This is an optimization exercise on Yosys and OpenROAD, whose aim is small area and a short achievable clock period, not a production implementation.
Only simulation tests tie the RTL to the original design; equivalence was not proved.
No activity file was given, so power comes from the tool's default toggle rates.

File: design/flow/config.mk
export PLATFORM = sky130hd
export DESIGN_NAME = lj_pair_top
export DESIGN_NICKNAME = lj_pair_top
export VERILOG_FILES = /design/flow/design.v
export SDC_FILE = /design/flow/constraint.sdc
export NUM_CORES = 4
export LEC_CHECK = 0
export ABC_AREA = 1
export CAP_MARGIN = 20
export CORE_MARGIN = 2
export CORE_UTILIZATION = 40
export CTS_CLUSTER_DIAMETER = 100
export CTS_CLUSTER_SIZE = 30
export SLEW_MARGIN = 20
export SETUP_SLACK_MARGIN = 6.1
File: design/flow/constraint.sdc
create_clock -name core_clock -period 9.5 [get_ports {clk}]
set_input_delay 1.9000 -clock core_clock [delete_from_list [all_inputs] [get_ports {clk}]]
set_output_delay 1.9000 -clock core_clock [all_outputs]
set_load 0.01 [all_outputs]
File: design/flow/design.v
`default_nettype none
package lj_pkg;
	localparam int CELL_ID_WIDTH  = 2;             
	localparam int CELL_POS_WIDTH = 6;             
	localparam int MAG_WIDTH      = 6;             
	localparam int ACC_WIDTH   = 32;               
	localparam int COUNT_WIDTH = 8;                
	localparam int CMAG_WIDTH  = 14;
	localparam int PROD_WIDTH  = CMAG_WIDTH + MAG_WIDTH;    
	localparam int FORCE_SHIFT = 6;
	localparam int QH_WIDTH    = PROD_WIDTH - FORCE_SHIFT;
endpackage
`default_nettype wire
`default_nettype none
module lj_add #(
	parameter int W = 8,
	parameter int L = 3                              
) (
	input  logic [W-1:0]  a,
	input  logic [W-1:0]  b,
	input  logic          ci,
	output logic [W:0]    s                        
);
	logic [(L+1)*W-1:0]   gg;                      
	logic [(L+1)*W-1:0]   pp;                      
	logic [W-1:0]         p0;
	logic [W:0]           c;
	assign p0        = a ^ b;
	assign gg[W-1:0] = (a & b) | {{(W-1){1'b0}}, p0[0] & ci};
	assign pp[W-1:0] = p0;
	genvar l, i;
	generate
		for (l = 1; l <= L; l++) begin : g_lvl
			for (i = 0; i < W; i++) begin : g_bit
				if (((i >> (l - 1)) & 1) == 1) begin : g_op
					localparam int J = ((i >> (l - 1)) << (l - 1)) - 1;
					assign gg[l*W+i] = gg[(l-1)*W+i] | (pp[(l-1)*W+i] & gg[(l-1)*W+J]);
					assign pp[l*W+i] = pp[(l-1)*W+i] & pp[(l-1)*W+J];
				end else begin : g_pass
					assign gg[l*W+i] = gg[(l-1)*W+i];
					assign pp[l*W+i] = pp[(l-1)*W+i];
				end
			end
		end
	endgenerate
	assign c[0]   = ci;
	assign c[W:1] = gg[L*W +: W];
	assign s      = {c[W], p0 ^ c[W-1:0]};
endmodule
`default_nettype wire
`timescale 1ns/1ns
`default_nettype none
import lj_pkg::*;
module pair_decode (
	input  logic [lj_pkg::CELL_ID_WIDTH-1:0]   hc,
	input  logic [lj_pkg::CELL_ID_WIDTH-1:0]   nc,
	input  logic [lj_pkg::CELL_POS_WIDTH-1:0]  hp,
	input  logic [lj_pkg::CELL_POS_WIDTH-1:0]  np,
	output logic                               ok,
	output logic                               neg,
	output logic [lj_pkg::MAG_WIDTH-1:0]       mag
);
	logic       up;                                
	logic       dn;                                
	logic [6:0] dp;                                
	logic       dp_neg;
	logic       dp_pos;
	always_comb begin
		up = 1'b0;
		dn = 1'b0;
		case ({hc, nc})
			4'b00_01, 4'b01_10, 4'b10_00: up = 1'b1;
			4'b00_10, 4'b01_00, 4'b10_01: dn = 1'b1;
			default: ;
		endcase
	end
	assign dp     = {1'b0, np} - {1'b0, hp};
	assign dp_neg = dp[6];
	assign dp_pos = ~dp[6] & (dp[5:0] != 6'd0);
	assign neg    = dn | (~up & dp_neg);
	assign ok     = up ? dp_neg : (dn ? dp_pos : 1'b1);
	assign mag    = neg ? (hp - np) : dp[5:0];
endmodule
module lj_sumsq (
	input  logic [5:0]  a,
	input  logic [5:0]  b,
	input  logic [5:0]  c,
	output logic [13:0] ra,      
	output logic [13:0] rb
);
	logic [11:0] qa, qb, qc;                       
	lj_square sq_a (.m(a), .q(qa));
	lj_square sq_b (.m(b), .q(qb));
	lj_square sq_c (.m(c), .q(qc));
	logic t1;
	logic t2;
	logic t3;
	logic t4;
	logic t5;
	logic t6;
	logic t7;
	logic t8;
	logic t9;
	logic t10;
	logic t11;
	logic t12;
	logic t13;
	logic t14;
	logic t15;
	logic t16;
	logic t17;
	logic t18;
	logic t19;
	logic t20;
	logic t21;
	logic t22;
	assign t1 = qa[0] ^ qb[0];
	assign t2 = qa[0] & qb[0];
	assign t3 = qa[2] ^ qb[2];
	assign t4 = qa[2] & qb[2];
	assign t5 = qa[3] ^ qb[3] ^ qc[3];
	assign t6 = (qa[3] & qb[3]) | (qa[3] & qc[3]) | (qb[3] & qc[3]);
	assign t7 = qa[4] ^ qb[4] ^ qc[4];
	assign t8 = (qa[4] & qb[4]) | (qa[4] & qc[4]) | (qb[4] & qc[4]);
	assign t9 = qa[5] ^ qb[5] ^ qc[5];
	assign t10 = (qa[5] & qb[5]) | (qa[5] & qc[5]) | (qb[5] & qc[5]);
	assign t11 = qa[6] ^ qb[6] ^ qc[6];
	assign t12 = (qa[6] & qb[6]) | (qa[6] & qc[6]) | (qb[6] & qc[6]);
	assign t13 = qa[7] ^ qb[7] ^ qc[7];
	assign t14 = (qa[7] & qb[7]) | (qa[7] & qc[7]) | (qb[7] & qc[7]);
	assign t15 = qa[8] ^ qb[8] ^ qc[8];
	assign t16 = (qa[8] & qb[8]) | (qa[8] & qc[8]) | (qb[8] & qc[8]);
	assign t17 = qa[9] ^ qb[9] ^ qc[9];
	assign t18 = (qa[9] & qb[9]) | (qa[9] & qc[9]) | (qb[9] & qc[9]);
	assign t19 = qa[10] ^ qb[10] ^ qc[10];
	assign t20 = (qa[10] & qb[10]) | (qa[10] & qc[10]) | (qb[10] & qc[10]);
	assign t21 = qa[11] ^ qb[11] ^ qc[11];
	assign t22 = (qa[11] & qb[11]) | (qa[11] & qc[11]) | (qb[11] & qc[11]);
	assign ra = {1'b0, t22, t20, t18, t16, t14, t12, t10, t8, t6, t4, t3, t2, t1};
	assign rb = {1'b0, 1'b0, t21, t19, t17, t15, t13, t11, t9, t7, t5, qc[2], 1'b0, qc[0]};
endmodule
module lj_square (
	input  logic [5:0]  m,
	output logic [11:0] q
);
	always_comb begin
		case (m)
			6'd0: q = 12'd0;
			6'd1: q = 12'd1;
			6'd2: q = 12'd4;
			6'd3: q = 12'd9;
			6'd4: q = 12'd16;
			6'd5: q = 12'd25;
			6'd6: q = 12'd36;
			6'd7: q = 12'd49;
			6'd8: q = 12'd64;
			6'd9: q = 12'd81;
			6'd10: q = 12'd100;
			6'd11: q = 12'd121;
			6'd12: q = 12'd144;
			6'd13: q = 12'd169;
			6'd14: q = 12'd196;
			6'd15: q = 12'd225;
			6'd16: q = 12'd256;
			6'd17: q = 12'd289;
			6'd18: q = 12'd324;
			6'd19: q = 12'd361;
			6'd20: q = 12'd400;
			6'd21: q = 12'd441;
			6'd22: q = 12'd484;
			6'd23: q = 12'd529;
			6'd24: q = 12'd576;
			6'd25: q = 12'd625;
			6'd26: q = 12'd676;
			6'd27: q = 12'd729;
			6'd28: q = 12'd784;
			6'd29: q = 12'd841;
			6'd30: q = 12'd900;
			6'd31: q = 12'd961;
			6'd32: q = 12'd1024;
			6'd33: q = 12'd1089;
			6'd34: q = 12'd1156;
			6'd35: q = 12'd1225;
			6'd36: q = 12'd1296;
			6'd37: q = 12'd1369;
			6'd38: q = 12'd1444;
			6'd39: q = 12'd1521;
			6'd40: q = 12'd1600;
			6'd41: q = 12'd1681;
			6'd42: q = 12'd1764;
			6'd43: q = 12'd1849;
			6'd44: q = 12'd1936;
			6'd45: q = 12'd2025;
			6'd46: q = 12'd2116;
			6'd47: q = 12'd2209;
			6'd48: q = 12'd2304;
			6'd49: q = 12'd2401;
			6'd50: q = 12'd2500;
			6'd51: q = 12'd2601;
			6'd52: q = 12'd2704;
			6'd53: q = 12'd2809;
			6'd54: q = 12'd2916;
			6'd55: q = 12'd3025;
			6'd56: q = 12'd3136;
			6'd57: q = 12'd3249;
			6'd58: q = 12'd3364;
			6'd59: q = 12'd3481;
			6'd60: q = 12'd3600;
			6'd61: q = 12'd3721;
			6'd62: q = 12'd3844;
			6'd63: q = 12'd3969;
			default: q = 12'd0;
		endcase
	end
endmodule
`default_nettype wire
`timescale 1ns/1ns
`default_nettype none
import lj_pkg::*;
module force_execute (
	input  logic                               en,
	input  logic [7:0]                         tab,      
	output logic                               csign,
	output logic [lj_pkg::CMAG_WIDTH-1:0]      cmag
);
	logic                         t_sign;
	logic [lj_pkg::CMAG_WIDTH-1:0] t_mag;
	always_comb begin
		case (tab)
			8'd0: begin t_sign = 1'b0; t_mag = 14'd16000; end   
			8'd1: begin t_sign = 1'b0; t_mag = 14'd15745; end   
			8'd2: begin t_sign = 1'b0; t_mag = 14'd15490; end   
			8'd3: begin t_sign = 1'b0; t_mag = 14'd15235; end   
			8'd4: begin t_sign = 1'b0; t_mag = 14'd14980; end   
			8'd5: begin t_sign = 1'b0; t_mag = 14'd14725; end   
			8'd6: begin t_sign = 1'b0; t_mag = 14'd14470; end   
			8'd7: begin t_sign = 1'b0; t_mag = 14'd14215; end   
			8'd8: begin t_sign = 1'b0; t_mag = 14'd13960; end   
			8'd9: begin t_sign = 1'b0; t_mag = 14'd13705; end   
			8'd10: begin t_sign = 1'b0; t_mag = 14'd13450; end   
			8'd11: begin t_sign = 1'b0; t_mag = 14'd13195; end   
			8'd12: begin t_sign = 1'b0; t_mag = 14'd12940; end   
			8'd13: begin t_sign = 1'b0; t_mag = 14'd12685; end   
			8'd14: begin t_sign = 1'b0; t_mag = 14'd12430; end   
			8'd15: begin t_sign = 1'b0; t_mag = 14'd12175; end   
			8'd16: begin t_sign = 1'b0; t_mag = 14'd11920; end   
			8'd17: begin t_sign = 1'b0; t_mag = 14'd11665; end   
			8'd18: begin t_sign = 1'b0; t_mag = 14'd11410; end   
			8'd19: begin t_sign = 1'b0; t_mag = 14'd11155; end   
			8'd20: begin t_sign = 1'b0; t_mag = 14'd10900; end   
			8'd21: begin t_sign = 1'b0; t_mag = 14'd10645; end   
			8'd22: begin t_sign = 1'b0; t_mag = 14'd10390; end   
			8'd23: begin t_sign = 1'b0; t_mag = 14'd10135; end   
			8'd24: begin t_sign = 1'b0; t_mag = 14'd9880; end   
			8'd25: begin t_sign = 1'b0; t_mag = 14'd9625; end   
			8'd26: begin t_sign = 1'b0; t_mag = 14'd9370; end   
			8'd27: begin t_sign = 1'b0; t_mag = 14'd9115; end   
			8'd28: begin t_sign = 1'b0; t_mag = 14'd8860; end   
			8'd29: begin t_sign = 1'b0; t_mag = 14'd8605; end   
			8'd30: begin t_sign = 1'b0; t_mag = 14'd8350; end   
			8'd31: begin t_sign = 1'b0; t_mag = 14'd8095; end   
			8'd32: begin t_sign = 1'b0; t_mag = 14'd8000; end   
			8'd33: begin t_sign = 1'b0; t_mag = 14'd7800; end   
			8'd34: begin t_sign = 1'b0; t_mag = 14'd7600; end   
			8'd35: begin t_sign = 1'b0; t_mag = 14'd7400; end   
			8'd36: begin t_sign = 1'b0; t_mag = 14'd7200; end   
			8'd37: begin t_sign = 1'b0; t_mag = 14'd7000; end   
			8'd38: begin t_sign = 1'b0; t_mag = 14'd6800; end   
			8'd39: begin t_sign = 1'b0; t_mag = 14'd6600; end   
			8'd40: begin t_sign = 1'b0; t_mag = 14'd6400; end   
			8'd41: begin t_sign = 1'b0; t_mag = 14'd6200; end   
			8'd42: begin t_sign = 1'b0; t_mag = 14'd6000; end   
			8'd43: begin t_sign = 1'b0; t_mag = 14'd5800; end   
			8'd44: begin t_sign = 1'b0; t_mag = 14'd5600; end   
			8'd45: begin t_sign = 1'b0; t_mag = 14'd5400; end   
			8'd46: begin t_sign = 1'b0; t_mag = 14'd5200; end   
			8'd47: begin t_sign = 1'b0; t_mag = 14'd5000; end   
			8'd48: begin t_sign = 1'b0; t_mag = 14'd4800; end   
			8'd49: begin t_sign = 1'b0; t_mag = 14'd4600; end   
			8'd50: begin t_sign = 1'b0; t_mag = 14'd4400; end   
			8'd51: begin t_sign = 1'b0; t_mag = 14'd4200; end   
			8'd52: begin t_sign = 1'b0; t_mag = 14'd4000; end   
			8'd53: begin t_sign = 1'b0; t_mag = 14'd3800; end   
			8'd54: begin t_sign = 1'b0; t_mag = 14'd3600; end   
			8'd55: begin t_sign = 1'b0; t_mag = 14'd3400; end   
			8'd56: begin t_sign = 1'b0; t_mag = 14'd3200; end   
			8'd57: begin t_sign = 1'b0; t_mag = 14'd3000; end   
			8'd58: begin t_sign = 1'b0; t_mag = 14'd2800; end   
			8'd59: begin t_sign = 1'b0; t_mag = 14'd2600; end   
			8'd60: begin t_sign = 1'b0; t_mag = 14'd2400; end   
			8'd61: begin t_sign = 1'b0; t_mag = 14'd2200; end   
			8'd62: begin t_sign = 1'b0; t_mag = 14'd2000; end   
			8'd63: begin t_sign = 1'b0; t_mag = 14'd1800; end   
			8'd64: begin t_sign = 1'b0; t_mag = 14'd1800; end   
			8'd65: begin t_sign = 1'b0; t_mag = 14'd1740; end   
			8'd66: begin t_sign = 1'b0; t_mag = 14'd1680; end   
			8'd67: begin t_sign = 1'b0; t_mag = 14'd1620; end   
			8'd68: begin t_sign = 1'b0; t_mag = 14'd1560; end   
			8'd69: begin t_sign = 1'b0; t_mag = 14'd1500; end   
			8'd70: begin t_sign = 1'b0; t_mag = 14'd1440; end   
			8'd71: begin t_sign = 1'b0; t_mag = 14'd1380; end   
			8'd72: begin t_sign = 1'b0; t_mag = 14'd1320; end   
			8'd73: begin t_sign = 1'b0; t_mag = 14'd1260; end   
			8'd74: begin t_sign = 1'b0; t_mag = 14'd1200; end   
			8'd75: begin t_sign = 1'b0; t_mag = 14'd1140; end   
			8'd76: begin t_sign = 1'b0; t_mag = 14'd1080; end   
			8'd77: begin t_sign = 1'b0; t_mag = 14'd1020; end   
			8'd78: begin t_sign = 1'b0; t_mag = 14'd960; end   
			8'd79: begin t_sign = 1'b0; t_mag = 14'd900; end   
			8'd80: begin t_sign = 1'b0; t_mag = 14'd840; end   
			8'd81: begin t_sign = 1'b0; t_mag = 14'd780; end   
			8'd82: begin t_sign = 1'b0; t_mag = 14'd720; end   
			8'd83: begin t_sign = 1'b0; t_mag = 14'd660; end   
			8'd84: begin t_sign = 1'b0; t_mag = 14'd600; end   
			8'd85: begin t_sign = 1'b0; t_mag = 14'd540; end   
			8'd86: begin t_sign = 1'b0; t_mag = 14'd480; end   
			8'd87: begin t_sign = 1'b0; t_mag = 14'd420; end   
			8'd88: begin t_sign = 1'b0; t_mag = 14'd360; end   
			8'd89: begin t_sign = 1'b0; t_mag = 14'd300; end   
			8'd90: begin t_sign = 1'b0; t_mag = 14'd240; end   
			8'd91: begin t_sign = 1'b0; t_mag = 14'd180; end   
			8'd92: begin t_sign = 1'b0; t_mag = 14'd120; end   
			8'd93: begin t_sign = 1'b0; t_mag = 14'd60; end   
			8'd94: begin t_sign = 1'b0; t_mag = 14'd0; end   
			8'd95: begin t_sign = 1'b1; t_mag = 14'd60; end   
			8'd96: begin t_sign = 1'b1; t_mag = 14'd60; end   
			8'd97: begin t_sign = 1'b1; t_mag = 14'd68; end   
			8'd98: begin t_sign = 1'b1; t_mag = 14'd76; end   
			8'd99: begin t_sign = 1'b1; t_mag = 14'd84; end   
			8'd100: begin t_sign = 1'b1; t_mag = 14'd92; end   
			8'd101: begin t_sign = 1'b1; t_mag = 14'd100; end   
			8'd102: begin t_sign = 1'b1; t_mag = 14'd108; end   
			8'd103: begin t_sign = 1'b1; t_mag = 14'd116; end   
			8'd104: begin t_sign = 1'b1; t_mag = 14'd124; end   
			8'd105: begin t_sign = 1'b1; t_mag = 14'd132; end   
			8'd106: begin t_sign = 1'b1; t_mag = 14'd140; end   
			8'd107: begin t_sign = 1'b1; t_mag = 14'd148; end   
			8'd108: begin t_sign = 1'b1; t_mag = 14'd156; end   
			8'd109: begin t_sign = 1'b1; t_mag = 14'd164; end   
			8'd110: begin t_sign = 1'b1; t_mag = 14'd172; end   
			8'd111: begin t_sign = 1'b1; t_mag = 14'd180; end   
			8'd112: begin t_sign = 1'b1; t_mag = 14'd188; end   
			8'd113: begin t_sign = 1'b1; t_mag = 14'd196; end   
			8'd114: begin t_sign = 1'b1; t_mag = 14'd204; end   
			8'd115: begin t_sign = 1'b1; t_mag = 14'd212; end   
			8'd116: begin t_sign = 1'b1; t_mag = 14'd220; end   
			8'd117: begin t_sign = 1'b1; t_mag = 14'd228; end   
			8'd118: begin t_sign = 1'b1; t_mag = 14'd236; end   
			8'd119: begin t_sign = 1'b1; t_mag = 14'd244; end   
			8'd120: begin t_sign = 1'b1; t_mag = 14'd252; end   
			8'd121: begin t_sign = 1'b1; t_mag = 14'd260; end   
			8'd122: begin t_sign = 1'b1; t_mag = 14'd268; end   
			8'd123: begin t_sign = 1'b1; t_mag = 14'd276; end   
			8'd124: begin t_sign = 1'b1; t_mag = 14'd284; end   
			8'd125: begin t_sign = 1'b1; t_mag = 14'd292; end   
			8'd126: begin t_sign = 1'b1; t_mag = 14'd300; end   
			8'd127: begin t_sign = 1'b1; t_mag = 14'd308; end   
			8'd128: begin t_sign = 1'b1; t_mag = 14'd310; end   
			8'd129: begin t_sign = 1'b1; t_mag = 14'd313; end   
			8'd130: begin t_sign = 1'b1; t_mag = 14'd316; end   
			8'd131: begin t_sign = 1'b1; t_mag = 14'd319; end   
			8'd132: begin t_sign = 1'b1; t_mag = 14'd322; end   
			8'd133: begin t_sign = 1'b1; t_mag = 14'd325; end   
			8'd134: begin t_sign = 1'b1; t_mag = 14'd328; end   
			8'd135: begin t_sign = 1'b1; t_mag = 14'd331; end   
			8'd136: begin t_sign = 1'b1; t_mag = 14'd334; end   
			8'd137: begin t_sign = 1'b1; t_mag = 14'd337; end   
			8'd138: begin t_sign = 1'b1; t_mag = 14'd340; end   
			8'd139: begin t_sign = 1'b1; t_mag = 14'd343; end   
			8'd140: begin t_sign = 1'b1; t_mag = 14'd346; end   
			8'd141: begin t_sign = 1'b1; t_mag = 14'd349; end   
			8'd142: begin t_sign = 1'b1; t_mag = 14'd352; end   
			8'd143: begin t_sign = 1'b1; t_mag = 14'd355; end   
			8'd144: begin t_sign = 1'b1; t_mag = 14'd358; end   
			8'd145: begin t_sign = 1'b1; t_mag = 14'd361; end   
			8'd146: begin t_sign = 1'b1; t_mag = 14'd364; end   
			8'd147: begin t_sign = 1'b1; t_mag = 14'd367; end   
			8'd148: begin t_sign = 1'b1; t_mag = 14'd370; end   
			8'd149: begin t_sign = 1'b1; t_mag = 14'd373; end   
			8'd150: begin t_sign = 1'b1; t_mag = 14'd376; end   
			8'd151: begin t_sign = 1'b1; t_mag = 14'd379; end   
			8'd152: begin t_sign = 1'b1; t_mag = 14'd382; end   
			8'd153: begin t_sign = 1'b1; t_mag = 14'd385; end   
			8'd154: begin t_sign = 1'b1; t_mag = 14'd388; end   
			8'd155: begin t_sign = 1'b1; t_mag = 14'd391; end   
			8'd156: begin t_sign = 1'b1; t_mag = 14'd394; end   
			8'd157: begin t_sign = 1'b1; t_mag = 14'd397; end   
			8'd158: begin t_sign = 1'b1; t_mag = 14'd400; end   
			8'd159: begin t_sign = 1'b1; t_mag = 14'd403; end   
			8'd160: begin t_sign = 1'b1; t_mag = 14'd400; end   
			8'd161: begin t_sign = 1'b1; t_mag = 14'd401; end   
			8'd162: begin t_sign = 1'b1; t_mag = 14'd402; end   
			8'd163: begin t_sign = 1'b1; t_mag = 14'd403; end   
			8'd164: begin t_sign = 1'b1; t_mag = 14'd404; end   
			8'd165: begin t_sign = 1'b1; t_mag = 14'd405; end   
			8'd166: begin t_sign = 1'b1; t_mag = 14'd406; end   
			8'd167: begin t_sign = 1'b1; t_mag = 14'd407; end   
			8'd168: begin t_sign = 1'b1; t_mag = 14'd408; end   
			8'd169: begin t_sign = 1'b1; t_mag = 14'd409; end   
			8'd170: begin t_sign = 1'b1; t_mag = 14'd410; end   
			8'd171: begin t_sign = 1'b1; t_mag = 14'd411; end   
			8'd172: begin t_sign = 1'b1; t_mag = 14'd412; end   
			8'd173: begin t_sign = 1'b1; t_mag = 14'd413; end   
			8'd174: begin t_sign = 1'b1; t_mag = 14'd414; end   
			8'd175: begin t_sign = 1'b1; t_mag = 14'd415; end   
			8'd176: begin t_sign = 1'b1; t_mag = 14'd416; end   
			8'd177: begin t_sign = 1'b1; t_mag = 14'd417; end   
			8'd178: begin t_sign = 1'b1; t_mag = 14'd418; end   
			8'd179: begin t_sign = 1'b1; t_mag = 14'd419; end   
			8'd180: begin t_sign = 1'b1; t_mag = 14'd420; end   
			8'd181: begin t_sign = 1'b1; t_mag = 14'd421; end   
			8'd182: begin t_sign = 1'b1; t_mag = 14'd422; end   
			8'd183: begin t_sign = 1'b1; t_mag = 14'd423; end   
			8'd184: begin t_sign = 1'b1; t_mag = 14'd424; end   
			8'd185: begin t_sign = 1'b1; t_mag = 14'd425; end   
			8'd186: begin t_sign = 1'b1; t_mag = 14'd426; end   
			8'd187: begin t_sign = 1'b1; t_mag = 14'd427; end   
			8'd188: begin t_sign = 1'b1; t_mag = 14'd428; end   
			8'd189: begin t_sign = 1'b1; t_mag = 14'd429; end   
			8'd190: begin t_sign = 1'b1; t_mag = 14'd430; end   
			8'd191: begin t_sign = 1'b1; t_mag = 14'd431; end   
			8'd192: begin t_sign = 1'b1; t_mag = 14'd300; end   
			8'd193: begin t_sign = 1'b1; t_mag = 14'd302; end   
			8'd194: begin t_sign = 1'b1; t_mag = 14'd304; end   
			8'd195: begin t_sign = 1'b1; t_mag = 14'd306; end   
			8'd196: begin t_sign = 1'b1; t_mag = 14'd308; end   
			8'd197: begin t_sign = 1'b1; t_mag = 14'd310; end   
			8'd198: begin t_sign = 1'b1; t_mag = 14'd312; end   
			8'd199: begin t_sign = 1'b1; t_mag = 14'd314; end   
			8'd200: begin t_sign = 1'b1; t_mag = 14'd316; end   
			8'd201: begin t_sign = 1'b1; t_mag = 14'd318; end   
			8'd202: begin t_sign = 1'b1; t_mag = 14'd320; end   
			8'd203: begin t_sign = 1'b1; t_mag = 14'd322; end   
			8'd204: begin t_sign = 1'b1; t_mag = 14'd324; end   
			8'd205: begin t_sign = 1'b1; t_mag = 14'd326; end   
			8'd206: begin t_sign = 1'b1; t_mag = 14'd328; end   
			8'd207: begin t_sign = 1'b1; t_mag = 14'd330; end   
			8'd208: begin t_sign = 1'b1; t_mag = 14'd332; end   
			8'd209: begin t_sign = 1'b1; t_mag = 14'd334; end   
			8'd210: begin t_sign = 1'b1; t_mag = 14'd336; end   
			8'd211: begin t_sign = 1'b1; t_mag = 14'd338; end   
			8'd212: begin t_sign = 1'b1; t_mag = 14'd340; end   
			8'd213: begin t_sign = 1'b1; t_mag = 14'd342; end   
			8'd214: begin t_sign = 1'b1; t_mag = 14'd344; end   
			8'd215: begin t_sign = 1'b1; t_mag = 14'd346; end   
			8'd216: begin t_sign = 1'b1; t_mag = 14'd348; end   
			8'd217: begin t_sign = 1'b1; t_mag = 14'd350; end   
			8'd218: begin t_sign = 1'b1; t_mag = 14'd352; end   
			8'd219: begin t_sign = 1'b1; t_mag = 14'd354; end   
			8'd220: begin t_sign = 1'b1; t_mag = 14'd356; end   
			8'd221: begin t_sign = 1'b1; t_mag = 14'd358; end   
			8'd222: begin t_sign = 1'b1; t_mag = 14'd360; end   
			8'd223: begin t_sign = 1'b1; t_mag = 14'd362; end   
			8'd224: begin t_sign = 1'b1; t_mag = 14'd200; end   
			8'd225: begin t_sign = 1'b1; t_mag = 14'd204; end   
			8'd226: begin t_sign = 1'b1; t_mag = 14'd208; end   
			8'd227: begin t_sign = 1'b1; t_mag = 14'd212; end   
			8'd228: begin t_sign = 1'b1; t_mag = 14'd216; end   
			8'd229: begin t_sign = 1'b1; t_mag = 14'd220; end   
			8'd230: begin t_sign = 1'b1; t_mag = 14'd224; end   
			8'd231: begin t_sign = 1'b1; t_mag = 14'd228; end   
			8'd232: begin t_sign = 1'b1; t_mag = 14'd232; end   
			8'd233: begin t_sign = 1'b1; t_mag = 14'd236; end   
			8'd234: begin t_sign = 1'b1; t_mag = 14'd240; end   
			8'd235: begin t_sign = 1'b1; t_mag = 14'd244; end   
			8'd236: begin t_sign = 1'b1; t_mag = 14'd248; end   
			8'd237: begin t_sign = 1'b1; t_mag = 14'd252; end   
			8'd238: begin t_sign = 1'b1; t_mag = 14'd256; end   
			8'd239: begin t_sign = 1'b1; t_mag = 14'd260; end   
			8'd240: begin t_sign = 1'b1; t_mag = 14'd264; end   
			8'd241: begin t_sign = 1'b1; t_mag = 14'd268; end   
			8'd242: begin t_sign = 1'b1; t_mag = 14'd272; end   
			8'd243: begin t_sign = 1'b1; t_mag = 14'd276; end   
			8'd244: begin t_sign = 1'b1; t_mag = 14'd280; end   
			8'd245: begin t_sign = 1'b1; t_mag = 14'd284; end   
			8'd246: begin t_sign = 1'b1; t_mag = 14'd288; end   
			8'd247: begin t_sign = 1'b1; t_mag = 14'd292; end   
			8'd248: begin t_sign = 1'b1; t_mag = 14'd296; end   
			8'd249: begin t_sign = 1'b1; t_mag = 14'd300; end   
			8'd250: begin t_sign = 1'b1; t_mag = 14'd304; end   
			8'd251: begin t_sign = 1'b1; t_mag = 14'd308; end   
			8'd252: begin t_sign = 1'b1; t_mag = 14'd312; end   
			8'd253: begin t_sign = 1'b1; t_mag = 14'd316; end   
			8'd254: begin t_sign = 1'b1; t_mag = 14'd320; end   
			8'd255: begin t_sign = 1'b1; t_mag = 14'd324; end   
			default: begin t_sign = 1'b0; t_mag = 14'd0; end
		endcase
	end
	assign csign = t_sign;
	assign cmag  = t_mag & {CMAG_WIDTH{en}};
endmodule
module lj_mul (
	input  logic [13:0] c,
	input  logic [15:0] c3,      
	input  logic [5:0]  m,
	output logic [19:0] q
);
	logic t1;
	logic t2;
	logic t3;
	logic t4;
	logic t5;
	logic t6;
	logic t7;
	logic t8;
	logic t9;
	logic t10;
	logic t11;
	logic t12;
	logic t13;
	logic t14;
	logic t15;
	logic t16;
	logic t17;
	logic t18;
	logic t19;
	logic t20;
	logic t21;
	logic t22;
	logic t23;
	logic t24;
	logic t25;
	logic t26;
	logic t27;
	logic t28;
	logic t29;
	logic t30;
	logic t31;
	logic t32;
	logic t33;
	logic t34;
	logic t35;
	logic t36;
	logic t37;
	logic t38;
	logic t39;
	logic t40;
	logic t41;
	logic t42;
	logic t43;
	logic t44;
	logic t45;
	logic t46;
	logic t47;
	logic t48;
	logic t49;
	logic t50;
	logic t51;
	logic t52;
	logic t53;
	logic t54;
	logic t55;
	logic t56;
	logic t57;
	logic t58;
	logic t59;
	logic t60;
	logic t61;
	logic t62;
	logic t63;
	logic t64;
	logic t65;
	logic t66;
	logic t67;
	logic t68;
	logic t69;
	logic t70;
	logic t71;
	logic t72;
	logic t73;
	logic t74;
	logic t75;
	logic t76;
	assign t1 = (~m[1] & m[0] & c[0]) | (m[1] & m[0] & c3[0]);
	assign t2 = (~m[1] & m[0] & c[1]) | (m[1] & ~m[0] & c[0]) | (m[1] & m[0] & c3[1]);
	assign t3 = (~m[1] & m[0] & c[2]) | (m[1] & ~m[0] & c[1]) | (m[1] & m[0] & c3[2]);
	assign t4 = (~m[1] & m[0] & c[3]) | (m[1] & ~m[0] & c[2]) | (m[1] & m[0] & c3[3]);
	assign t5 = (~m[1] & m[0] & c[4]) | (m[1] & ~m[0] & c[3]) | (m[1] & m[0] & c3[4]);
	assign t6 = (~m[1] & m[0] & c[5]) | (m[1] & ~m[0] & c[4]) | (m[1] & m[0] & c3[5]);
	assign t7 = (~m[1] & m[0] & c[6]) | (m[1] & ~m[0] & c[5]) | (m[1] & m[0] & c3[6]);
	assign t8 = (~m[1] & m[0] & c[7]) | (m[1] & ~m[0] & c[6]) | (m[1] & m[0] & c3[7]);
	assign t9 = (~m[1] & m[0] & c[8]) | (m[1] & ~m[0] & c[7]) | (m[1] & m[0] & c3[8]);
	assign t10 = (~m[1] & m[0] & c[9]) | (m[1] & ~m[0] & c[8]) | (m[1] & m[0] & c3[9]);
	assign t11 = (~m[1] & m[0] & c[10]) | (m[1] & ~m[0] & c[9]) | (m[1] & m[0] & c3[10]);
	assign t12 = (~m[1] & m[0] & c[11]) | (m[1] & ~m[0] & c[10]) | (m[1] & m[0] & c3[11]);
	assign t13 = (~m[1] & m[0] & c[12]) | (m[1] & ~m[0] & c[11]) | (m[1] & m[0] & c3[12]);
	assign t14 = (~m[1] & m[0] & c[13]) | (m[1] & ~m[0] & c[12]) | (m[1] & m[0] & c3[13]);
	assign t15 = (m[1] & ~m[0] & c[13]) | (m[1] & m[0] & c3[14]);
	assign t16 = (m[1] & m[0] & c3[15]);
	assign t17 = (~m[3] & m[2] & c[0]) | (m[3] & m[2] & c3[0]);
	assign t18 = (~m[3] & m[2] & c[1]) | (m[3] & ~m[2] & c[0]) | (m[3] & m[2] & c3[1]);
	assign t19 = (~m[3] & m[2] & c[2]) | (m[3] & ~m[2] & c[1]) | (m[3] & m[2] & c3[2]);
	assign t20 = (~m[3] & m[2] & c[3]) | (m[3] & ~m[2] & c[2]) | (m[3] & m[2] & c3[3]);
	assign t21 = (~m[3] & m[2] & c[4]) | (m[3] & ~m[2] & c[3]) | (m[3] & m[2] & c3[4]);
	assign t22 = (~m[3] & m[2] & c[5]) | (m[3] & ~m[2] & c[4]) | (m[3] & m[2] & c3[5]);
	assign t23 = (~m[3] & m[2] & c[6]) | (m[3] & ~m[2] & c[5]) | (m[3] & m[2] & c3[6]);
	assign t24 = (~m[3] & m[2] & c[7]) | (m[3] & ~m[2] & c[6]) | (m[3] & m[2] & c3[7]);
	assign t25 = (~m[3] & m[2] & c[8]) | (m[3] & ~m[2] & c[7]) | (m[3] & m[2] & c3[8]);
	assign t26 = (~m[3] & m[2] & c[9]) | (m[3] & ~m[2] & c[8]) | (m[3] & m[2] & c3[9]);
	assign t27 = (~m[3] & m[2] & c[10]) | (m[3] & ~m[2] & c[9]) | (m[3] & m[2] & c3[10]);
	assign t28 = (~m[3] & m[2] & c[11]) | (m[3] & ~m[2] & c[10]) | (m[3] & m[2] & c3[11]);
	assign t29 = (~m[3] & m[2] & c[12]) | (m[3] & ~m[2] & c[11]) | (m[3] & m[2] & c3[12]);
	assign t30 = (~m[3] & m[2] & c[13]) | (m[3] & ~m[2] & c[12]) | (m[3] & m[2] & c3[13]);
	assign t31 = (m[3] & ~m[2] & c[13]) | (m[3] & m[2] & c3[14]);
	assign t32 = (m[3] & m[2] & c3[15]);
	assign t33 = (~m[5] & m[4] & c[0]) | (m[5] & m[4] & c3[0]);
	assign t34 = (~m[5] & m[4] & c[1]) | (m[5] & ~m[4] & c[0]) | (m[5] & m[4] & c3[1]);
	assign t35 = (~m[5] & m[4] & c[2]) | (m[5] & ~m[4] & c[1]) | (m[5] & m[4] & c3[2]);
	assign t36 = (~m[5] & m[4] & c[3]) | (m[5] & ~m[4] & c[2]) | (m[5] & m[4] & c3[3]);
	assign t37 = (~m[5] & m[4] & c[4]) | (m[5] & ~m[4] & c[3]) | (m[5] & m[4] & c3[4]);
	assign t38 = (~m[5] & m[4] & c[5]) | (m[5] & ~m[4] & c[4]) | (m[5] & m[4] & c3[5]);
	assign t39 = (~m[5] & m[4] & c[6]) | (m[5] & ~m[4] & c[5]) | (m[5] & m[4] & c3[6]);
	assign t40 = (~m[5] & m[4] & c[7]) | (m[5] & ~m[4] & c[6]) | (m[5] & m[4] & c3[7]);
	assign t41 = (~m[5] & m[4] & c[8]) | (m[5] & ~m[4] & c[7]) | (m[5] & m[4] & c3[8]);
	assign t42 = (~m[5] & m[4] & c[9]) | (m[5] & ~m[4] & c[8]) | (m[5] & m[4] & c3[9]);
	assign t43 = (~m[5] & m[4] & c[10]) | (m[5] & ~m[4] & c[9]) | (m[5] & m[4] & c3[10]);
	assign t44 = (~m[5] & m[4] & c[11]) | (m[5] & ~m[4] & c[10]) | (m[5] & m[4] & c3[11]);
	assign t45 = (~m[5] & m[4] & c[12]) | (m[5] & ~m[4] & c[11]) | (m[5] & m[4] & c3[12]);
	assign t46 = (~m[5] & m[4] & c[13]) | (m[5] & ~m[4] & c[12]) | (m[5] & m[4] & c3[13]);
	assign t47 = (m[5] & ~m[4] & c[13]) | (m[5] & m[4] & c3[14]);
	assign t48 = (m[5] & m[4] & c3[15]);
	assign t49 = t5 ^ t19;
	assign t50 = t5 & t19;
	assign t51 = t6 ^ t20 ^ t34;
	assign t52 = (t6 & t20) | (t6 & t34) | (t20 & t34);
	assign t53 = t7 ^ t21 ^ t35;
	assign t54 = (t7 & t21) | (t7 & t35) | (t21 & t35);
	assign t55 = t8 ^ t22 ^ t36;
	assign t56 = (t8 & t22) | (t8 & t36) | (t22 & t36);
	assign t57 = t9 ^ t23 ^ t37;
	assign t58 = (t9 & t23) | (t9 & t37) | (t23 & t37);
	assign t59 = t10 ^ t24 ^ t38;
	assign t60 = (t10 & t24) | (t10 & t38) | (t24 & t38);
	assign t61 = t11 ^ t25 ^ t39;
	assign t62 = (t11 & t25) | (t11 & t39) | (t25 & t39);
	assign t63 = t12 ^ t26 ^ t40;
	assign t64 = (t12 & t26) | (t12 & t40) | (t26 & t40);
	assign t65 = t13 ^ t27 ^ t41;
	assign t66 = (t13 & t27) | (t13 & t41) | (t27 & t41);
	assign t67 = t14 ^ t28 ^ t42;
	assign t68 = (t14 & t28) | (t14 & t42) | (t28 & t42);
	assign t69 = t15 ^ t29 ^ t43;
	assign t70 = (t15 & t29) | (t15 & t43) | (t29 & t43);
	assign t71 = t16 ^ t30 ^ t44;
	assign t72 = (t16 & t30) | (t16 & t44) | (t30 & t44);
	assign t73 = t31 ^ t45;
	assign t74 = t31 & t45;
	assign t75 = t32 ^ t46;
	assign t76 = t32 & t46;
	logic [20:0] sum;
	lj_add #(.W(20), .L(5)) add_i (
		.a({t48, t76, t74, t72, t70, t68, t66, t64, t62, t60, t58, t56, t54, t52, t50, t49, t4, t3, t2, t1}),
		.b({1'b0, t47, t75, t73, t71, t69, t67, t65, t63, t61, t59, t57, t55, t53, t51, t33, t18, t17, 1'b0, 1'b0}),
		.ci(1'b0), .s(sum));
	assign q = sum[19:0];
endmodule
`default_nettype wire
`timescale 1ns/1ns
`default_nettype none
import lj_pkg::*;
module force_accumulate (
	input  logic                                clk,
	input  logic                                clr,
	input  logic                                clr_d,
	input  logic                                s,
	input  logic                                cin,      
	input  logic [lj_pkg::QH_WIDTH-1:0]         x,        
	output logic [lj_pkg::ACC_WIDTH-1:0]        acc       
);
	localparam int HW = ACC_WIDTH - QH_WIDTH;        
	logic [QH_WIDTH-1:0]          lo;
	logic [QH_WIDTH-1:0]          lo_d;
	logic [QH_WIDTH-1:0]          lo_base;
	logic [QH_WIDTH+1:0]          lo_sum;          
	logic                         inc;             
	logic                         dec;             
	logic [HW-1:0]                hi;
	logic [HW-1:0]                hi_base;
	logic [HW:0]                  all1;            
	logic [HW:0]                  all0;            
	assign lo_base = clr ? '0 : lo;
	lj_add #(.W(QH_WIDTH), .L(4)) add_i (.a(lo_base), .b(x), .ci(cin), .s(lo_sum[QH_WIDTH+1:1]));
	assign lo_sum[0] = 1'b0;
	always_ff @(posedge clk) begin
		lo   <= lo_sum[QH_WIDTH:1];
		lo_d <= lo;
		inc  <= lo_sum[QH_WIDTH+1] & ~s;
		dec  <= s & ~lo_sum[QH_WIDTH+1];
	end
	assign hi_base = clr_d ? '0 : hi;
	assign all1[0] = 1'b1;
	assign all0[0] = 1'b1;
	genvar i;
	generate
		for (i = 0; i < HW; i++) begin : g_hi
			assign all1[i+1] = all1[i] & hi_base[i];
			assign all0[i+1] = all0[i] & ~hi_base[i];
		end
	endgenerate
	always_ff @(posedge clk) begin
		hi <= hi_base ^ (({HW{inc}} & all1[HW-1:0]) | ({HW{dec}} & all0[HW-1:0]));
	end
	assign acc = {hi, lo_d};
endmodule
`default_nettype wire
`timescale 1ns/1ns
`default_nettype none
import lj_pkg::*;
module lj_pair_top (
	input  logic                                   clk,
	input  logic                                   rst_n,
	input  logic                                   pair_valid,
	input  logic                                   pair_last,
	input  logic [3*lj_pkg::CELL_ID_WIDTH-1:0]     home_cell,
	input  logic [3*lj_pkg::CELL_ID_WIDTH-1:0]     nbr_cell,
	input  logic [3*lj_pkg::CELL_POS_WIDTH-1:0]    home_pos,
	input  logic [3*lj_pkg::CELL_POS_WIDTH-1:0]    nbr_pos,
	output logic                                   force_valid,
	output logic signed [lj_pkg::ACC_WIDTH-1:0]    force_x,
	output logic signed [lj_pkg::ACC_WIDTH-1:0]    force_y,
	output logic signed [lj_pkg::ACC_WIDTH-1:0]    force_z,
	output logic [lj_pkg::COUNT_WIDTH-1:0]         pair_count
);
	localparam int MW = MAG_WIDTH;
	localparam int CW = CMAG_WIDTH;
	localparam int QW = QH_WIDTH;
	logic [2:0]        ok0;
	logic [2:0]        neg0;
	logic [3*MW-1:0]   mag0;
	genvar a;
	generate
		for (a = 0; a < 3; a++) begin : g_axis
			pair_decode dec_i (
				.hc(home_cell[a*CELL_ID_WIDTH +: CELL_ID_WIDTH]),
				.nc(nbr_cell[a*CELL_ID_WIDTH +: CELL_ID_WIDTH]),
				.hp(home_pos[a*CELL_POS_WIDTH +: CELL_POS_WIDTH]),
				.np(nbr_pos[a*CELL_POS_WIDTH +: CELL_POS_WIDTH]),
				.ok(ok0[a]), .neg(neg0[a]), .mag(mag0[a*MW +: MW])
			);
		end
	endgenerate
	logic              v1, last1;
	logic [2:0]        neg1;
	logic [3*MW-1:0]   mag1;
	logic [3*MW-1:0]   magn1;                      
	always_ff @(posedge clk or negedge rst_n) begin
		if (!rst_n) begin
			v1 <= 1'b0;
			last1 <= 1'b0;
		end else begin
			v1 <= pair_valid & (&ok0);
			last1 <= pair_valid & pair_last;
		end
	end
	always_ff @(posedge clk) begin
		neg1 <= neg0;
		magn1 <= ~mag0;
	end
	assign mag1 = ~magn1;
	logic [13:0]       ra1, rb1;                   
	lj_sumsq sumsq_i (.a(mag1[0 +: MW]), .b(mag1[MW +: MW]), .c(mag1[2*MW +: MW]),
		.ra(ra1), .rb(rb1));
	logic [13:0]       r2;
	logic [14:0]       r2_sum;
	lj_add #(.W(14), .L(4)) add_r2 (.a(ra1), .b(rb1), .ci(1'b0), .s(r2_sum));
	assign r2  = r2_sum[13:0];
	logic              v2, last2;
	logic [1:0]        top2;                       
	logic [7:0]        tabn2;                      
	logic [2:0]        neg2;
	logic [3*MW-1:0]   mag2;
	always_ff @(posedge clk or negedge rst_n) begin
		if (!rst_n) begin
			v2 <= 1'b0;
			last2 <= 1'b0;
		end else begin
			v2 <= v1;
			last2 <= last1;
		end
	end
	always_ff @(posedge clk) begin
		top2 <= r2[13:12];
		tabn2 <= ~r2[11:4];
		neg2 <= neg1;
		mag2 <= mag1;
	end
	logic [7:0]        tab2;
	logic              en2;
	assign tab2 = ~tabn2;
	assign en2  = v2 & (top2 == 2'b00) & (tab2 != 8'd0);    
	logic              csign;
	logic [CW-1:0]     cmag;
	force_execute coef_i (.en(en2), .tab(tab2), .csign(csign), .cmag(cmag));
	logic              en3, last3;
	logic [2:0]        s3;
	logic [CW-1:0]     cmag3;
	logic [3*MW-1:0]   mag3;
	logic [15:0]       c3_3;                       
	logic [15:0]       c3;
	lj_add #(.W(15), .L(4)) add_c3 (.a({1'b0, cmag}), .b({cmag, 1'b0}), .ci(1'b0), .s(c3));
	always_ff @(posedge clk or negedge rst_n) begin
		if (!rst_n) begin
			en3 <= 1'b0;
			last3 <= 1'b0;
		end else begin
			en3 <= en2;
			last3 <= last2;
		end
	end
	always_ff @(posedge clk) begin
		s3 <= neg2 ^ {3{csign}};
		cmag3 <= cmag;
		mag3 <= mag2;
		c3_3 <= c3;
	end
	logic [3*QW-1:0]   x3;
	logic [2:0]        cin3;
	generate
		for (a = 0; a < 3; a++) begin : g_mul
			logic [PROD_WIDTH-1:0] q;
			lj_mul mul_i (.c(cmag3), .c3(c3_3), .m(mag3[a*MW +: MW]), .q(q));
			assign x3[a*QW +: QW] = q[PROD_WIDTH-1:FORCE_SHIFT] ^ {QW{s3[a]}};
			assign cin3[a]        = s3[a] & (q[FORCE_SHIFT-1:0] == '0);
		end
	endgenerate
	logic              en4, last4;
	logic [2:0]        s4;
	logic [2:0]        cin4;
	logic [3*QW-1:0]   x4;
	always_ff @(posedge clk or negedge rst_n) begin
		if (!rst_n) begin
			en4 <= 1'b0;
			last4 <= 1'b0;
		end else begin
			en4 <= en3;
			last4 <= last3;
		end
	end
	always_ff @(posedge clk) begin
		s4 <= s3;
		cin4 <= cin3;
		x4 <= x3;
	end
	logic              clr_x, clr_y, clr_z, clr_n;    
	logic              last5;
	logic              clrd_x, clrd_y, clrd_z;        
	always_ff @(posedge clk or negedge rst_n) begin
		if (!rst_n) begin
			last5 <= 1'b0;
			force_valid <= 1'b0;
			clr_x <= 1'b1;
			clr_y <= 1'b1;
			clr_z <= 1'b1;
			clr_n <= 1'b1;
			clrd_x <= 1'b1;
			clrd_y <= 1'b1;
			clrd_z <= 1'b1;
		end else begin
			last5 <= last4;
			force_valid <= last5;
			clr_x <= last4 | (clr_x & ~en4);
			clr_y <= last4 | (clr_y & ~en4);
			clr_z <= last4 | (clr_z & ~en4);
			clr_n <= last4 | (clr_n & ~en4);
			clrd_x <= clr_x;
			clrd_y <= clr_y;
			clrd_z <= clr_z;
		end
	end
	force_accumulate acc_x (.clk(clk), .clr(clr_x), .clr_d(clrd_x), .s(s4[2]), .cin(cin4[2]),
		.x(x4[2*QW +: QW]), .acc(force_x));
	force_accumulate acc_y (.clk(clk), .clr(clr_y), .clr_d(clrd_y), .s(s4[1]), .cin(cin4[1]),
		.x(x4[1*QW +: QW]), .acc(force_y));
	force_accumulate acc_z (.clk(clk), .clr(clr_z), .clr_d(clrd_z), .s(s4[0]), .cin(cin4[0]),
		.x(x4[0*QW +: QW]), .acc(force_z));
	logic              en5, clrd_n;
	always_ff @(posedge clk or negedge rst_n) begin
		if (!rst_n) begin
			en5 <= 1'b0;
			clrd_n <= 1'b1;
		end else begin
			en5 <= en4;
			clrd_n <= clr_n;
		end
	end
	always_ff @(posedge clk) begin
		pair_count <= (clrd_n ? '0 : pair_count) + {{(COUNT_WIDTH-1){1'b0}}, en5};
	end
endmodule
`default_nettype wire
File: design/flow/flow/run.sh
#!/bin/bash
set -o pipefail
echo "export SETUP_SLACK_MARGIN = 6.1" >> config.mk
bash standard.sh > standard.log 2>&1
File: design/flow/standard.sh
#!/bin/bash
# synth_recipe.tcl (not shown) runs the flow's synth.tcl, then flattens the netlist and writes it again
# the make line also repeats each setting of config.mk as NAME=value (left out here)
make -C /OpenROAD-flow-scripts/flow DESIGN_CONFIG=/design/flow/config.mk WORK_HOME=/design/flow/orfs CLKGATE_MAP_FILE= SYNTH_SCRIPT=/design/flow/synth_recipe.tcl "${@:-finish}"
==> flow_summary.yaml, run 1 <==
status:
  status: "complete, no violations"
die:
  initial_core_util: 0.4055
  die_x_um: 232.3
  design.die.area_mm2: 0.05395
  die_y_um: 232.3
  coreArea_mm2: 0.05141
  row_count: 83
  ioPinCount: 157
logic_synthesis:
  synthArstFlopShare: 0.05919
  syn_area_mm2: 0.02084
  synth_edf_count: 0
  synth.area.top_cells: "dfxtp_1, ha_1, nand2_1"
  ys_top_cells_by_count: "nand2_1, inv_1, dfxtp_1, nor2_1, ha_1"
  ys_ff_latch: 321
  synth_area_per_cell_um2: 7.967
  synth_nets: 2936
  synth_top_area_frac: 0.2901
  yosysSeqAreaShare: 0.3134
  synth_cell_type_count: 52
  yosysMostFrequentCell: "nand2_1"
  synth_ff_type: "dfxtp_1"
  yosysTopAreaCell: "dfxtp_1"
  synth_warnings: 5
  syn_inst: 2616
pwr:
  power_density_mw_per_mm2: 315.8
  power_w: 0.008237
  p_leak_nw: 12.14
  peakVddDrop_mv: 0.2146
timing:
  finalHoldViolCount: 0
  slew_viol_final: 0
  slew-limit-headroom: 0.4590
  finalSetupViolations: 0
  finClkSkew_ps: 28.40
  worst_pin_slew_ps: 802.9
  timing.final.crit_share: 0.3569
  hold_slack_ps: 330.6
  rsz0062_at_grt: "yes"
  setup_tns_ps: 0
  fmax_ghz: 0.2949
  finalCriticalPeriod_ps: 3391
critical_path:
  cp.arrival_ps: 3810
  crit_chain: "clkinvlp_4 > ha_1 > a31oi_2 > o21ai_2 > a2111oi_4 > ha_1 > a21oi_2 > nand2_1 > nand3_2 > nand2_2 > a21oi_2 > inv_1 > a21o_1 > fa_2 > xor2_1"
  critPathMaxFanout: 5
  critPathBufInv: 2
  end_kind: "flip-flop"
  crit_path_max_incr_delay_ps: 420
  crit_family: "compound AO/OA/AOI/OAI gates"
  critPathLaunchType: "flip-flop"
  critPathRequiredTime_ps: 9920
  cpMaxStageDelayCell: "dfxtp_4"
  crit_type: "reg -> reg"
route:
  wl_met1_um: 22610
  wire_per_inst_um: 15.61
  route.met2.wl_um: 27420
  dr.max_layer_used: "met5"
  dr_wl_met3_um: 2801
  vias: 18440
  drt-total-wl_um: 54740
  ant_nets: 0
  drt_iter0_drc: 1317
  drc: 0
  via_per_inst: 5.257
  dr.pass1.iters: 6
cells_and_area:
  fin_nets: 3138
  register_area_mm2: 0.006725
  n_antenna_cell: 0
  n_fill_cell: 4930
  instances_no_fill: 3507
  multiInputGateArea_mm2: 0.01379
  area_growth_pct: 25.13
  drive_above_1_share: 0.1836
  fin_util: 0.5073
place:
  dpl.hpwl_um: 40120
  io_buffers: 156
  gp_congestion: 0.8962
  placedCellCount: 3366
grt:
  grt_max_degree: 32
  grt_pass1_vias: 17780
  grt_usage: 0.1917
  grt_overflow: 0
  antenna_found_initial: 1
  grt_pass1_wl_um: 86100
clock_network:
  cts_sinks: 321
  cts_tree: "built"
  clkLatencyLatePin_ps: 540
  htreeDepth: 1
  clockRootBuffer: "clkbuf_16"
  clk_pin_slew_ps: 110
  clockBufferDepth: 3
  cts_buffers: 15
worst_hold_path:
  hold_class: "reg -> reg"
job:
  max-cap-violations: 0
repair_timing:
| item | 4_1_cts | 5_1_grt |
|---|---|---|
| hold buffers | 0 | 0 |
| setup buffers | 56 | 53 |
| gates cloned | 2 | 4 |
| endpoints found under the setup margin | 99 | 79 |
| pin swaps | 41 | 84 |
| hold endpoints to repair | 0 | 0 |
| resized for setup | 245 | 289 |
sequential cells by signal (all words and copies together), names as in the netlist, 16 cells and up:
register  count
mag3         18
x4           42
mag2         18
magn1        18
acc_z.hi     18
acc_x.hi     18
c3_3         16
acc_y.hi     18
worst paths after layout:
check / slack [ps] / from / cells past startpoint / to
max in group asynchronous: 7440 / rst_n / 2 / clr_y
worst max-delay path: 6110 / tabn2[1] / 15 / c3_3[9]
min in group asynchronous: 1740 / rst_n / 2 / force_valid
worst min-delay path: 330 / mag2[15] / 0 / mag3[15]
worst min register to register: 330 / mag2[15] / 0 / mag3[15]
worst max register to register: 6110 / tabn2[1] / 15 / c3_3[9]
final cells by class:
class,instances,area share
Multi-Input combinational cell,1805,0.5286
Sequential cell,321,0.2579
Timing Repair Buffer,268,0.09768
Inverter,404,0.06434
Tap cell,680,0.03262
Clock buffer,20,0.01511
Clock inverter,6,0.003118
Timing Repair inverter,3,0.0006717
routing by layer:
| layer | track usage | vias to the layer above |
|---|---|---|
| met5 | 0 | - |
| met4 | 0.06010 | 2 |
| met3 | 0.02444 | 136 |
| met2 | 0.3488 | 585 |
| met1 | 0.2330 | 8648 |
| li1 | - | 9067 |
cell usage in the layout (no fill, tap or decap), drive strengths merged, types with 5 or more instances in the layout:
cell,count
nand2,455
inv,376
dfxtp,302
nor2,211
ha,188
o21ai,143
a21oi,140
xor2,133
o221ai,115
buf,112
clkdlybuf4s50,98
nand3,85
fa,80
xnor2,60
dlymetal6s2s,34
nor3,29
nand4,28
clkinvlp,26
dlygate4sd2,22
nor4,22
clkbuf,22
o22ai,18
o21bai,16
a211oi,14
o211ai,11
dfrtp,11
clkinv,10
a31oi,9
dfstp,8
nand3b,5
a21o,5
and2,5
o31ai,5
report_power, final:
part	internal (W)	switching (W)
logic	0.00212	0.00279
clock network	0.000337	0.000444
registers	0.00200	0.000550
cells by family (layout without fill, tap and decap cells):
kind of cell,after synthesis,count (layout),share of synthesized area
buf+inv,492,701,0.08951
flops,321,321,0.3134
xor+xnor,193,193,0.08110
simple gates,839,840,0.1699
compound gates,499,500,0.1544
fa+ha+maj,268,268,0.1897
mux,4,4,0.001981
metrics by stage:
stage / instance area (um2) / setup slack (ps)
finish: 26080 / 6109
global route: 26080 / 5919
CTS: 24550 / 6037
detailed placement: 23010 / 4919
global placement: 23010 / 4989
floorplan: 20940 / 5909
==> run 2: changes to the inputs <==
--- a/design/flow/config.mk
+++ b/design/flow/config.mk
@@ -8,8 +8,8 @@
 export ABC_AREA = 1
 export CAP_MARGIN = 20
 export CORE_MARGIN = 2
-export CORE_UTILIZATION = 40
-export CTS_CLUSTER_DIAMETER = 100
-export CTS_CLUSTER_SIZE = 30
+export CORE_UTILIZATION = 55
+export CTS_CLUSTER_DIAMETER = 80
+export CTS_CLUSTER_SIZE = 25
 export SLEW_MARGIN = 20
 export SETUP_SLACK_MARGIN = 6.1
==> run 2 against run 1 <==
- still clean on timing, DRC and antenna
- clock power increased by 29%
- die area shrank 27%
- flip-flop and latch count unchanged
- utilization increased by 19 points
- cell count fell by 4.9%
- sequential share of layout area barely moved
- area after synthesis stayed put
- hold slack got worse by 16 ps
- first-iteration DRC count increased by 9.3%
- power rose by 2.4%
- register-to-register slack improved by 90 ps
- largest cell class unchanged
- largest power group unchanged
- highest routed layer is now met4
==> flow_summary.yaml, run 2 <==
status:
  status: "complete, no violations"
cells_and_area:
  fin_nets: 3127
  largest_reg_flops: 42
  layout_common_cells: "nand2_1, inv_1, dfxtp_1"
  regMostFlops: "x4"
  drive_above_1_share: 0.1729
  n_fill_cell: 3005
  area_growth_pct: 24.75
  mostFrequentLayoutCell: "nand2_1"
  n_antenna_cell: 0
  multiInputGateArea_mm2: 0.01374
  fin_util: 0.6936
  register_area_mm2: 0.006699
logic_synthesis:
  syn_inst: 2616
  synth_area_per_cell_um2: 7.967
  synth_nets: 2936
  ys_ff_latch: 321
  synth_ff_type: "dfxtp_1"
  synth_top_area_frac: 0.2901
  synth_warnings: 5
  ys_top_cells_by_count: "nand2_1, inv_1, dfxtp_1, nor2_1, ha_1"
  synthArstFlopShare: 0.05919
  synth_edf_count: 0
  synth_cell_type_count: 52
  yosysTopAreaCell: "dfxtp_1"
  syn_area_mm2: 0.02084
  synth.area.top_cells: "dfxtp_1, ha_1, nand2_1"
  yosysMostFrequentCell: "nand2_1"
  yosysSeqAreaShare: 0.3134
route:
  wire_per_inst_um: 15.95
  via_per_inst: 5.551
  drt_iter0_drc: 1439
  vias: 18510
  drt-total-wl_um: 53190
  drc: 0
  ant_nets: 0
  dr.pass1.iters: 6
critical_path:
  cpMaxStageDelayCell: "clkdlybuf4s50_1"
  crit_type: "reg -> out"
  critPathLaunchType: "flip-flop"
  critPathRequiredTime_ps: 7600
  critPathMaxFanout: 1
  critPathBufInv: 1
  end_kind: "output port"
  cp.arrival_ps: 1470
  crit_family: "buffers and inverters"
  crit_path_max_incr_delay_ps: 550
  crit_chain: "clkdlybuf4s50_1"
place:
  dpl.hpwl_um: 38320
  io_buffers: 156
  gp_congestion: 0.9415
clock_network:
  clockBufferDepth: 3
  cts_buffers: 22
  cts_hold_buf: 0
  cts_sinks: 321
  clk_pin_slew_ps: 90
  htreeDepth: 1
  cts_tree: "built"
  clkLatencyLatePin_ps: 560
  clockRootBuffer: "clkbuf_16"
die:
  design.die.area_mm2: 0.03947
  die_y_um: 198.7
  coreArea_mm2: 0.03749
  die_x_um: 198.7
  initial_core_util: 0.5560
  row_count: 71
  ioPinCount: 157
worst_hold_path:
  hold_class: "reg -> reg"
timing:
  slew_viol_final: 0
  timing.final.crit_share: 0.3544
  finalHoldViolCount: 0
  finalCriticalPeriod_ps: 3367
  finClkSkew_ps: 25.28
  finalSetupViolations: 0
  rsz0062_at_grt: "yes"
  setup_tns_ps: 0
  worst_pin_slew_ps: 868.0
  fmax_ghz: 0.2970
  slew-limit-headroom: 0.4206
pwr:
  internal_power_w: 0.004576
  p_leak_nw: 12.15
  p_sw_w: 0.003858
  swShare: 0.4574
  clkPwrFrac: 0.120
  peakVddDrop_mv: 0.1441
  pwr-share-comb: 0.582
  power_density_mw_per_mm2: 324.4
  p_seq_frac: 0.298
grt:
  grt_usage: 0.2552
  grt_overflow: 0
  grt_max_degree: 28
  grt_pass1_wl_um: 82670
  grt_pass1_vias: 17200
  antenna_found_initial: 0
job:
  max-cap-violations: 0
[run 2: cell counts after synthesis]
Identical to the previous run, type by type.
[run 2: timing repair]
item / CTS / global route
endpoints found under the setup margin: 86 / 57
cloned: 4 / 0
setup buffers: 56 / 35
pin swaps: 43 / 87
gates resized for setup: 263 / 236
[run 2: power by group through the flow]
| stage | sequential (W) | clock, W | combinational (W) |
|---|---|---|---|
| 6_report | 0.00252 | 0.00101 | 0.00490 |
| 4_1_cts | 0.00249 | 0.00104 | 0.00455 |
| 5_1_grt | 0.00258 | 0.00109 | 0.00544 |
| 3_5_place_dp | 0.00246 | 0 | 0.00422 |
| 2_1_floorplan | 0.00231 | 0 | 0.00306 |
| 3_3_place_gp | 0.00245 | 0 | 0.00417 |
[run 2: worst paths after layout]
path / from / to / slack (ps) / depth (start not counted)
min reg2reg: mag2[15] / mag3[15] / 310 / 0
max: acc_x.lo_d[5] / force_x[5] / 6130 / 1
max in group asynchronous: rst_n / clrd_z / 7460 / 2
max reg2reg: magn1[1] / tabn2[5] / 6200 / 19
min: mag2[15] / mag3[15] / 310 / 0
min in group asynchronous: rst_n / v2 / 1730 / 2
[run 2: area by class of cell]
class	count	share of cell area
Tap cell	511	0.02459
Timing Repair Buffer	252	0.09552
Sequential cell	321	0.2576
Inverter	404	0.06400
Multi-Input combinational cell	1805	0.5286
Timing Repair inverter	1	0.0001925
Clock buffer	27	0.02189
Clock inverter	13	0.007603
[run 2: logic make-up after synthesis]
kind of cell,count (synthesis),synth area share
muxes,4,0.001981
buffers and inverters,492,0.08951
DFF,321,0.3134
xor gates and xnor gates,193,0.08110
AOI/OAI and AO/OA,499,0.1544
adders and majority gates,268,0.1897
and+or+nand+nor,839,0.1699
[run 2: routing by layer]
metal / track usage / wire (um) / vias up
li1: - / - / 9066
met1: 0.3147 / 21880 / 8599
met4: 0.1059 / 2067 / 0
met2: 0.4499 / 26230 / 682
met3: 0.03188 / 3012 / 161
met5: 0 / 0 / -
[run 2: through the flow]
step	setup WS (ps)	instances	total power (W)	hold slack [ps]	area (um2)
after floorplan	5909	2616	0.005372	309.6	20940
after global placement	5186	3199	0.006622	310.4	22810
after detailed placement	5115	3199	0.006685	312.1	22810
after global routing	6035	3334	0.009104	317.6	26000
final	6133	3334	0.008434	314.8	26000
after CTS	6048	3299	0.008076	308.5	24840
==> run 3: changes to the inputs <==
==> design/flow/flow/run.sh (replaced) <==
#!/bin/bash
set -o pipefail
echo "export SETUP_SLACK_MARGIN = 6.3" >> config.mk
bash standard.sh > standard.log 2>&1
--- a/design/flow/config.mk
+++ b/design/flow/config.mk
@@ -12,4 +12,4 @@
 export CTS_CLUSTER_DIAMETER = 80
 export CTS_CLUSTER_SIZE = 25
 export SLEW_MARGIN = 20
-export SETUP_SLACK_MARGIN = 6.1
+export SETUP_SLACK_MARGIN = 6.3
==> run 3 against run 2 <==
- cell count grew 2.4%
- still clean on timing, DRC and antenna
- hold slack gained 12 ps
- cell area grew 5.0%
- highest routed layer unchanged
- non-clock buffer count grew 87
- critical endpoint is now c3_3[13]
- clock skew shrank 9.8 ps
- clock-buffer cell count shrank 2
- register-to-register slack lost 30 ps
- synthesized cell count is the same
- clock power is essentially flat
- utilization grew 3.5 points
- combinational power grew 7.6%
==> flow_summary.yaml, run 3 <==
pwr:
  p_sw_w: 0.004039
  peakVddDrop_mv: 0.2179
  clkPwrFrac: 0.113
  p_leak_nw: 12.58
  swShare: 0.4596
  power_density_mw_per_mm2: 321.9
  pwr-share-comb: 0.600
  p_seq_frac: 0.288
  internal_power_w: 0.004749
worst_hold_path:
  hold_class: "reg -> reg"
  hold_depth: 0
  hold_path_end: "mag3[6]"
  hp-start: "mag2[6]"
route:
  drt_iter0_drc: 1548
  drc: 0
  wire_per_inst_um: 17.30
  vias: 19470
  via_per_inst: 5.701
  ant_nets: 0
  drt-total-wl_um: 59070
  dr.pass1.iters: 8
timing:
  finalSetupViolations: 0
  worst_pin_slew_ps: 1051
  finalHoldViolCount: 0
  fmax_ghz: 0.3003
  setup_tns_ps: 0
  finalCriticalPeriod_ps: 3330
  rsz0062_at_grt: "yes"
  slew_viol_final: 0
  timing.final.crit_share: 0.3506
  hold_slack_ps: 327.1
  slew-limit-headroom: 0.2922
  finClkSkew_ps: 15.50
critical_path:
  setup.worst_path.start: "tabn2[0]"
  critPathRequiredTime_ps: 9960
  crit_top_cell: "nand2_2"
  rr_worst_depth: 19
  cp.arrival_ps: 3790
  end_kind: "flip-flop"
  cpMaxStageDelayCell: "dfxtp_4"
  critPathBufInv: 5
  critPathLaunchType: "flip-flop"
  crit_path_max_incr_delay_ps: 370
  timing.rr.start: "tabn2[0]"
  crit_type: "reg -> reg"
  critPathMaxFanout: 4
  regToRegSetupSlack_ps: 6170
  timing.rr.end: "c3_3[13]"
  crit_chain: "buf_12 > buf_6 > ha_4 > buf_4 > inv_1 > a21oi_1 > o21ai_0 > a21oi_1 > o41ai_4 > ha_1 > a21oi_2 > nand2_2 > a21oi_4 > inv_2 > a21o_1 > nand2_2 > nand2_2 > a21oi_2 > xor2_1"
  crit_family: "compound AO/OA/AOI/OAI gates"
place:
  post_dp_cell_area_mm2: 0.02295
  io_buffers: 156
  gp_congestion: 0.9716
  dpl.hpwl_um: 39360
cells_and_area:
  area_growth_pct: 31.00
  layout_common_cells: "nand2_1, inv_1, dfxtp_1"
  fin_area_mm2: 0.02730
  mostFrequentLayoutCell: "nand2_1"
  fin_nets: 3212
  regMostFlops: "x4"
  largest_reg_flops: 42
  n_antenna_cell: 0
  drive_above_1_share: 0.2483
grt:
  grt_pass1_wl_um: 89270
  grt_pass1_vias: 18240
  grt_overflow: 0
  antenna_found_initial: 0
  grt_max_degree: 28
  grt_usage: 0.2774
logic_synthesis:
  synth_adder_area_share: 0.1897
  synth_warnings: 5
  synth.area.top_cells: "dfxtp_1, ha_1, nand2_1"
  yosysMostFrequentCell: "nand2_1"
  yosysTopAreaCell: "dfxtp_1"
  synth_xor_area_frac: 0.08110
  synth_cell_type_count: 52
  synth_mux_area_frac: 0.001981
  synth_nets: 2936
  yosysSeqAreaShare: 0.3134
  synth_top_family_by_area: "adder cells"
  synthArstFlopShare: 0.05919
  synth_compound_area_frac: 0.1544
  synth_top_area_frac: 0.2901
  ys_top_cells_by_count: "nand2_1, inv_1, dfxtp_1, nor2_1, ha_1"
  synth_area_per_cell_um2: 7.967
  syn_inst: 2616
  syn_area_mm2: 0.02084
  ys_ff_latch: 321
  synth_simple_gate_area_share: 0.1699
  synth_ff_type: "dfxtp_1"
  synth_edf_count: 0
clock_network:
  cts_buffers: 20
  clockRootBuffer: "clkbuf_16"
  clkLatencyLatePin_ps: 540
  cts_tree: "built"
  cts_sinks: 321
  clk_pin_slew_ps: 90
  htreeDepth: 1
  cts_hold_buf: 0
  clockBufferDepth: 3
die:
  coreArea_mm2: 0.03749
  die_y_um: 198.7
  die_x_um: 198.7
  row_count: 71
  initial_core_util: 0.5560
  design.die.area_mm2: 0.03947
  ioPinCount: 157
job:
  max-cap-violations: 0
status:
  status: "complete, no violations"
-- run 3: power by group through the flow --
| stage | clock, W | sequential, W | combinational, W |
|---|---|---|---|
| finish | 0.000990 | 0.00253 | 0.00527 |
| global route | 0.00106 | 0.00259 | 0.00581 |
| CTS | 0.00101 | 0.00250 | 0.00465 |
| detailed placement | 0 | 0.00250 | 0.00420 |
| global placement | 0 | 0.00249 | 0.00410 |
| floorplan | 0 | 0.00232 | 0.00309 |
-- run 3: layer usage --
metal / track usage / vias to the layer above / part of all wire
met2: 0.4994 / 841 / 0.49
met4: 0.1194 / 0 / 0.049
met5: 0 / - / 0
li1: - / 9236 / -
met1: 0.3323 / 9149 / 0.39
met3: 0.03374 / 244 / 0.064
-- run 3: cell families (layout without fill, tap and decap cells) --
family                   after synthesis  in the layout
flip-flops                           321            321
AO/OA/AOI/OAI                        499            500
adder cells (fa/ha/maj)              268            268
multiplexers                           4              4
XOR/XNOR                             193            193
AND/OR/NAND/NOR                      839            840
buffers and inverters                492            778
-- run 3: timing repair --
action,4_1_cts,5_1_grt
buffers inserted,105,73
hold endpoints to repair,0,0
endpoints found under the setup margin,179,50
cloned,2,4
pin swaps,93,148
resized for setup,534,270
-- run 3: area by class of cell --
type	count	area, um2
Clock buffer	25	540.5
Fill cell	2876	10180
Sequential cell	321	6736
Timing Repair Buffer	339	2882
Tap cell	511	639.4
Multi-Input combinational cell	1805	14590
Clock inverter	9	177.7
Timing Repair inverter	1	5.005
Inverter	404	1738
-- run 3: worst max-delay path by stage --
| stage | endpoint | slack (ps) | cells after the start |
|---|---|---|---|
| CTS | tabn2[5] | 6130 | 19 |
| detailed placement | magn1[17] | 5120 | 13 |
| floorplan | magn1[17] | 5910 | 12 |
| finish | c3_3[13] | 6170 | 19 |
| global placement | magn1[17] | 5190 | 13 |
| global route | c3_3[13] | 6000 | 22 |
-- run 3: stage by stage --
stage | power (W) | setup WS, ps | util | std cells
global route | 0.009460 | 6001 | 0.7283 | 3415
floorplan | 0.005411 | 5910 | - | 2616
global placement | 0.006589 | 5186 | 0.6121 | 3197
finish | 0.008788 | 6170 | 0.7283 | 3415
detailed placement | 0.006706 | 5120 | 0.6121 | 3197
CTS | 0.008170 | 6133 | 0.6841 | 3338

afterwards: timing with drivers on the ports:
How much do the figures lean on ideal ports? The routed layouts below were timed once more, with nothing changed but the port constraints.
Step 1 (the two cells are an assumption about what drives the block):
set clk [get_ports {clk}]
set_driving_cell -lib_cell sky130_fd_sc_hd__clkbuf_16 $clk
set_driving_cell -lib_cell sky130_fd_sc_hd__buf_2 [delete_from_list [all_inputs] $clk]
Step 2 adds t to the input delays and takes it off the output delays; t is the mean of the earliest and latest rising clock arrival at the registers after step 1. Input paths then give back, and output paths get back, about the clock's delay inside the block.
Slacks: no drivers / after step 1 / after step 2; pairs: no drivers / after step 1.
run	shift t [ns]	setup WS [ns]	worst setup path after step 2	worst slew at a driven data input, ns	cell pins on the clock port's net
run 1	0.576	6.109 / 6.100 / 5.609	input to register	0.05	1
run 2	0.607	6.133 / 6.076 / 5.641	input to register	0.04	1
run 3	0.590	6.170 / 6.170 / 5.685	input to register	0.06	1
After both steps setup and hold are still met in every run listed. The setup slack of run 1, which loses most, moves by -0.009 ns with the drivers and by -0.500 ns with both steps.
